This is an optimization exercise on Yosys and OpenROAD, whose aim is small area, a short achievable clock period and few clock cycles per item, not a production implementation. In this exercise RTL edits were held to simulation tests only and were not proved equivalent to the original.

--- design/flow/design.v ---
`timescale 1ns/1ps
module qkv_ctrl (
	input  logic clk,
	input  logic reset_n,
	input  logic dut_valid,
	output logic dut_ready,
	output logic load_dims,    
	output logic issue,        
	output logic acc_en,       
	output logic write_last,   
	input  logic k_last,       
	input  logic all_last      
);
	localparam logic [2:0] ST_IDLE   = 3'd0;
	localparam logic [2:0] ST_HEADER = 3'd1;    
	localparam logic [2:0] ST_LOAD   = 3'd2;    
	localparam logic [2:0] ST_RUN    = 3'd3;    
	localparam logic [2:0] ST_DRAIN  = 3'd4;    
	logic [2:0] state;
	logic [2:0] state_next;
	logic       drain_cnt;
	always_comb begin
		state_next = state;
		case (state)
			ST_IDLE: begin
				if (dut_valid && dut_ready)
					state_next = ST_HEADER;
			end
			ST_HEADER: begin
				state_next = ST_LOAD;
			end
			ST_LOAD: begin
				state_next = ST_RUN;
			end
			ST_RUN: begin
				if (all_last)
					state_next = ST_DRAIN;
			end
			ST_DRAIN: begin
				if (drain_cnt)
					state_next = ST_IDLE;
			end
			default: begin
				state_next = ST_IDLE;
			end
		endcase
	end
	always_ff @(posedge clk) begin
		if (!reset_n) begin
			state     <= ST_IDLE;
			drain_cnt <= 1'b0;
			dut_ready <= 1'b0;
		end else begin
			state     <= state_next;
			dut_ready <= (state_next == ST_IDLE);    
			if (state == ST_DRAIN)
				drain_cnt <= ~drain_cnt;
			else
				drain_cnt <= 1'b0;
		end
	end
	assign load_dims = (state == ST_LOAD);
	assign issue     = (state == ST_RUN);
	always_ff @(posedge clk) begin
		if (!reset_n) begin
			acc_en     <= 1'b0;
			write_last <= 1'b0;
		end else begin
			acc_en     <= issue;
			write_last <= issue & k_last;    
		end
	end
endmodule
`timescale 1ns/1ps
module operand_fetch #(
	parameter int num_proj = 3
) (
	input  logic        clk,
	input  logic        reset_n,
	input  logic [31:0] input_read_data,
	input  logic [31:0] weight_read_data,
	output logic [15:0] input_read_address,
	output logic [15:0] weight_read_address,
	input  logic        load_dims,
	input  logic        issue,
	output logic        k_last,
	output logic        all_last
);
	logic [15:0] rows_i, cols_i, cols_w;
	logic [15:0] p, i, j, k;
	logic [15:0] row_base;    
	logic [15:0] col_base;    
	logic [15:0] mat_base;    
	logic        k_end, j_end, i_end, p_end;
	always_ff @(posedge clk) begin
		if (load_dims) begin
			rows_i <= input_read_data[31:16];
			cols_i <= input_read_data[15:0];
			cols_w <= weight_read_data[15:0];
		end
	end
	assign k_end = (k == cols_i - 16'd1);
	assign j_end = (j == cols_w - 16'd1);
	assign i_end = (i == rows_i - 16'd1);
	assign p_end = (p == 16'(num_proj - 1));
	assign k_last   = k_end;
	assign all_last = k_end & j_end & i_end & p_end;
	always_ff @(posedge clk) begin
		if (!reset_n) begin
			{p, i, j, k} <= '0;
			input_read_address  <= '0;
			weight_read_address <= '0;
			row_base <= '0;
			col_base <= '0;
			mat_base <= '0;
		end else if (load_dims) begin
			{p, i, j, k} <= '0;
			input_read_address  <= 16'd1;    
			weight_read_address <= 16'd1;
			row_base <= 16'd1;
			col_base <= 16'd1;
			mat_base <= 16'd1;
		end else if (issue) begin
			if (!k_end) begin
				k <= k + 16'd1;
				input_read_address  <= input_read_address + 16'd1;
				weight_read_address <= weight_read_address + cols_w;    
			end else begin
				k <= '0;
				if (!j_end) begin
					j <= j + 16'd1;
					input_read_address  <= row_base;
					weight_read_address <= col_base + 16'd1;
					col_base <= col_base + 16'd1;
				end else begin
					j <= '0;
					if (!i_end) begin
						i <= i + 16'd1;
						input_read_address  <= row_base + cols_i;
						row_base            <= row_base + cols_i;
						weight_read_address <= mat_base;
						col_base            <= mat_base;
					end else begin
						i <= '0;
						if (!p_end) begin
							p <= p + 16'd1;
							input_read_address  <= 16'd1;
							row_base            <= 16'd1;
							weight_read_address <= weight_read_address + 16'd1;
							col_base            <= weight_read_address + 16'd1;
							mat_base            <= weight_read_address + 16'd1;
						end else begin
							p <= '0;
							input_read_address  <= '0;    
							weight_read_address <= '0;
						end
					end
				end
			end
		end
	end
endmodule
`timescale 1ns/1ps
module mac_unit (
	input  logic        clk,
	input  logic        reset_n,
	input  logic [31:0] input_read_data,
	input  logic [31:0] weight_read_data,
	output logic [31:0] mac_sum,
	input  logic        acc_en,
	input  logic        write_last
);
	logic [31:0] acc;
	assign mac_sum = input_read_data * weight_read_data + acc;
	always_ff @(posedge clk) begin
		if (!reset_n) begin
			acc <= '0;
		end else if (acc_en) begin
			if (write_last)
				acc <= '0;    
			else
				acc <= mac_sum;
		end
	end
endmodule
`timescale 1ns/1ps
module result_writer (
	input  logic        clk,
	input  logic        reset_n,
	input  logic [31:0] mac_sum,
	output logic        result_write_enable,
	output logic [15:0] result_write_address,
	output logic [31:0] result_write_data,
	input  logic        load_dims,
	input  logic        acc_en,
	input  logic        write_last
);
	logic [15:0] wr_ptr;     
	logic        wr_fire;
	assign wr_fire = acc_en & write_last;
	always_ff @(posedge clk) begin
		if (!reset_n) begin
			wr_ptr               <= '0;
			result_write_enable  <= 1'b0;
			result_write_address <= '0;
			result_write_data    <= '0;
		end else begin
			result_write_enable <= wr_fire;
			if (load_dims)
				wr_ptr <= '0;    
			else if (wr_fire)
				wr_ptr <= wr_ptr + 16'd1;
			if (wr_fire) begin
				result_write_address <= wr_ptr;
				result_write_data    <= mac_sum;
			end
		end
	end
endmodule
`timescale 1ns/1ps
module qkv_top #(
	parameter int num_proj = 3
) (
	input  logic        clk,
	input  logic        reset_n,
	input  logic        dut_valid,
	output logic        dut_ready,
	output logic [15:0] input_read_address,
	input  logic [31:0] input_read_data,
	output logic [15:0] weight_read_address,
	input  logic [31:0] weight_read_data,
	output logic        result_write_enable,
	output logic [15:0] result_write_address,
	output logic [31:0] result_write_data
);
	logic [31:0] mac_sum;
	logic load_dims;
	logic issue;
	logic acc_en;
	logic write_last;
	logic k_last;
	logic all_last;
	qkv_ctrl u_qkv_ctrl (
		.clk        (clk),
		.reset_n    (reset_n),
		.dut_valid  (dut_valid),
		.dut_ready  (dut_ready),
		.load_dims  (load_dims),
		.issue      (issue),
		.acc_en     (acc_en),
		.write_last (write_last),
		.k_last     (k_last),
		.all_last   (all_last)
	);
	operand_fetch #(
		.num_proj (num_proj)
	) u_operand_fetch (
		.clk                 (clk),
		.reset_n             (reset_n),
		.input_read_data     (input_read_data),
		.weight_read_data    (weight_read_data),
		.input_read_address  (input_read_address),
		.weight_read_address (weight_read_address),
		.load_dims           (load_dims),
		.issue               (issue),
		.k_last              (k_last),
		.all_last            (all_last)
	);
	mac_unit u_mac_unit (
		.clk              (clk),
		.reset_n          (reset_n),
		.input_read_data  (input_read_data),
		.weight_read_data (weight_read_data),
		.mac_sum          (mac_sum),
		.acc_en           (acc_en),
		.write_last       (write_last)
	);
	result_writer u_result_writer (
		.clk                  (clk),
		.reset_n              (reset_n),
		.mac_sum              (mac_sum),
		.result_write_enable  (result_write_enable),
		.result_write_address (result_write_address),
		.result_write_data    (result_write_data),
		.load_dims            (load_dims),
		.acc_en               (acc_en),
		.write_last           (write_last)
	);
endmodule
--- design/flow/run.sh ---
#!/bin/bash
# synth_recipe.tcl (not shown) runs the flow's synth.tcl, then flattens the netlist and writes it again
# the make line also repeats each setting of config.mk as NAME=value (left out here)
make -C /OpenROAD-flow-scripts/flow DESIGN_CONFIG=/design/flow/config.mk WORK_HOME=/design/flow/orfs CLKGATE_MAP_FILE= SYNTH_SCRIPT=/design/flow/synth_recipe.tcl finish
--- design/flow/config.mk ---
export PLATFORM = sky130hd
export DESIGN_NAME = qkv_top
export DESIGN_NICKNAME = qkv_top
export VERILOG_FILES = /design/flow/design.v
export SDC_FILE = /design/flow/constraint.sdc
export NUM_CORES = 4
export LEC_CHECK = 0
export CAP_MARGIN = 20
export CORE_MARGIN = 2
export CORE_UTILIZATION = 40
export SLEW_MARGIN = 20
--- design/flow/constraint.sdc ---
create_clock -name core_clock -period 9.0 [get_ports {clk}]
set_input_delay 1.8000 -clock core_clock [delete_from_list [all_inputs] [get_ports {clk}]]
set_output_delay 1.8000 -clock core_clock [all_outputs]
set_load 0.01 [all_outputs]
==> results.json <==
{
  "outcome": "finished clean",
  "wl_um": 94420,
  "synth_ff_type": "dfxtp_1",
  "grt_pass1_vias": 26421,
  "place_hpwl_um": 74370,
  "yosysWarnings": 4,
  "cap_violations": 0,
  "synth_top_cell_area_share_pct": 26.96,
  "holdCritStartpoint": "u_result_writer.result_write_data[27]",
  "cts.sinks": 296,
  "cts_tree": "done",
  "crit_required_ps": 9460,
  "drive_gt1_share_pct": 7.792,
  "die_w_um": 289.8,
  "fmax_ghz": 0.1142,
  "largestRegisters": "u_mac_unit.acc x32, u_result_writer.result_write_data x32",
  "worstPathArrival_ps": 9220,
  "fin_area_um2": 37860,
  "relSlewSlack_pct": 29.74,
  "synth_area_um2": 32670,
  "utilization_pct": 46.92,
  "place.gp.congestion": 0.8884,
  "die_h_um": 289.8,
  "slowest_delay_ps": 540,
  "final_cells": 5066,
  "io_pins": 149,
  "end_kind": "register",
  "max_slew.worst_pin.slew_ps": 1053,
  "cp_common_cell": "fa_1",
  "cts_root_buffer": "clkbuf_16",
  "yosys.area.top_type": "fa_1",
  "core_region_area_um2": 80680,
  "via_count": 26392,
  "async_flop_share_pct": 0,
  "crit_type": "in2reg",
  "synth.distinct_cells": 81,
  "final_nets": 4648,
  "syn_avg_cell_area_um2": 8.645,
  "cts.clk_slew.worst_paths_ps": 60,
  "syn_nets": 4452,
  "maxSlewViolCount": 0,
  "viasPerCell": 5.210,
  "startpoint": "weight_read_data[2]",
  "cts_resized": 0,
  "antenna_found_initial": 5,
  "hold_viol": 0,
  "track_usage_pct": 22.89,
  "holdBufCountCts": 0,
  "avgRoutedWirePerCell_um": 18.64,
  "yosys.cell_count.top_type": "inv_1",
  "clk_latency_ps": 580,
  "whs_ps": 454.9,
  "critPathSlowestCell": "fa_1",
  "start_util_pct": 40.49,
  "synth-edff-count": 48,
  "grt_max_degree": 73,
  "initialDrtViolationCount": 1954,
  "rows": 104,
  "htreeDepth": 2,
  "postRouteAntennaNets": 0,
  "dp_cells": 4996,
  "rsz0062_at_grt": "no",
  "portBuffers": 148,
  "skew_ps": 30.02,
  "synthCells": 3779,
  "min_path_type": "reg2reg",
  "synth_seq_cells": 296,
  "overflow": 0,
  "r2r-start": "u_mac_unit.acc[21]",
  "syn_to_final_growth_pct": 15.88,
  "seq_area_frac_synth_pct": 19.61,
  "finalSetupViolations": 0,
  "clockBufferDepth": 3,
  "path_max_fanout": 5,
  "grt_pass1_wl_um": 150500,
  "min_period_over_period_pct": 97.27,
  "drcViolationCount": 0,
  "post_cts_buffers": 0,
  "die_area_um2": 83970,
  "synthTopCellsByCount": "539 x inv_1, 440 x fa_1, 436 x nand2_1",
  "synth_area_leaders": "fa_1 27%, dfxtp_1 15%, ha_1 6.4%, inv_1 6.2%, and2_1 6.0%",
  "numCtsBuffers": 37,
  "placed_area_um2": 36540,
  "cp-start-kind": "input port",
  "first_pass_iters": 6,
  "min_period_ps": 8754,
  "fillers": 7784
}
metrics by stage:
| step | worst slack, ps | TNS (ps) |
|---|---|---|
| after global placement | -416.0 | -2764 |
| after CTS | 202.7 | 0 |
| after floorplan | 184.0 | 0 |
| final | 245.5 | 0 |
| after detailed placement | -379.2 | -2626 |
| after global routing | 27.81 | 0 |
kinds of logic (layout without fill, tap and decap cells):
logic type	after synthesis	after routing	synth area share, %
xor+xnor	249	249	6.718
mux	53	53	1.678
compound gates	480	480	9.116
fa+ha+maj	606	606	33.32
simple gates	1367	1367	21.08
flops	296	296	19.61
other cells	0	2	0
buf+inv	728	953	8.480
final timing paths:
check	cells after the start	endpoint	slack, ps
setup reg to reg	26	u_mac_unit.acc[31]	1840
setup / recovery	29	u_mac_unit.acc[31]	250
hold / removal	2	u_result_writer.result_write_data[27]	450
hold reg to reg	2	u_result_writer.result_write_data[27]	450
critical path, delay by kind of cell:
kind	cells	cell delay [ps]
fa+ha+maj	9	4290
xor+xnor	1	190
simple gates	2	220
buf+inv	9	1100
compound gates	8	1600
per-layer routing:
layer | routed length (µm) | up-vias | track usage [%]
li1 | - | 12487 | -
met1 | 41910 | 13089 | 31.19
met2 | 45390 | 672 | 38.54
met3 | 4497 | 136 | 2.331
met4 | 2577 | 8 | 6.692
met5 | 47 | - | 0
final cells by class:
cell class	count	area, µm²	share of cell area, %
diodes	2	5.005	0.01322
clock buffers	42	985.9	2.604
clock inverters	26	315.3	0.8329
inverters	540	2027	5.354
multi-input cells	2755	23520	62.12
flip-flops and latches	296	6406	16.92
well taps	1060	1326	3.503
repair buffers	345	3276	8.653
cell usage in the layout, fill, tap and decap left out, drive strengths merged, types with 18 or more instances in the layout:
cell type	count
inv	543
fa	440
nand2	436
and2	311
dfxtp	248
nor2	232
buf	197
a21oi	179
ha	166
xnor2	148
clkdlybuf4s50	147
o21ai	110
xor2	100
nand3	84
nor3	71
edfxtp	48
clkbuf	42
mux2i	39
and3	38
or3	33
nor4	30
nand4	27
nor2b	25
a21o	20
a31oi	18
Testbench counts, summed over its fixed seeds: cycles 54,027, macs 53,547.

==> re-timing with driven ports <==
In the flow no input, the clock included, has a driving cell. The finished layout below was timed again as built, in two steps. Step 1, drivers: a clkbuf_16 drives clk and a buf_2 each remaining input, both assumed. Step 2 adds t to the input delays and takes it off the output delays; t is the mean of the earliest and latest rising clock arrival at the registers after step 1. Input paths then give back, and output paths get back, about the clock's delay inside the block. Slacks: ideal ports / drivers / drivers and shift; pairs: ideal ports / drivers.
t (ns): 0.618
slack for setup (ns): 0.246 / 0.242 / -0.376
worst slew at a driven data input, ns: 0.14
pins driven straight from the clock port: 1
With both steps, setup timing fails in this run, where it was met with ideal ports. The setup slack of this run moves by -0.004 ns with the drivers and by -0.622 ns with both steps.
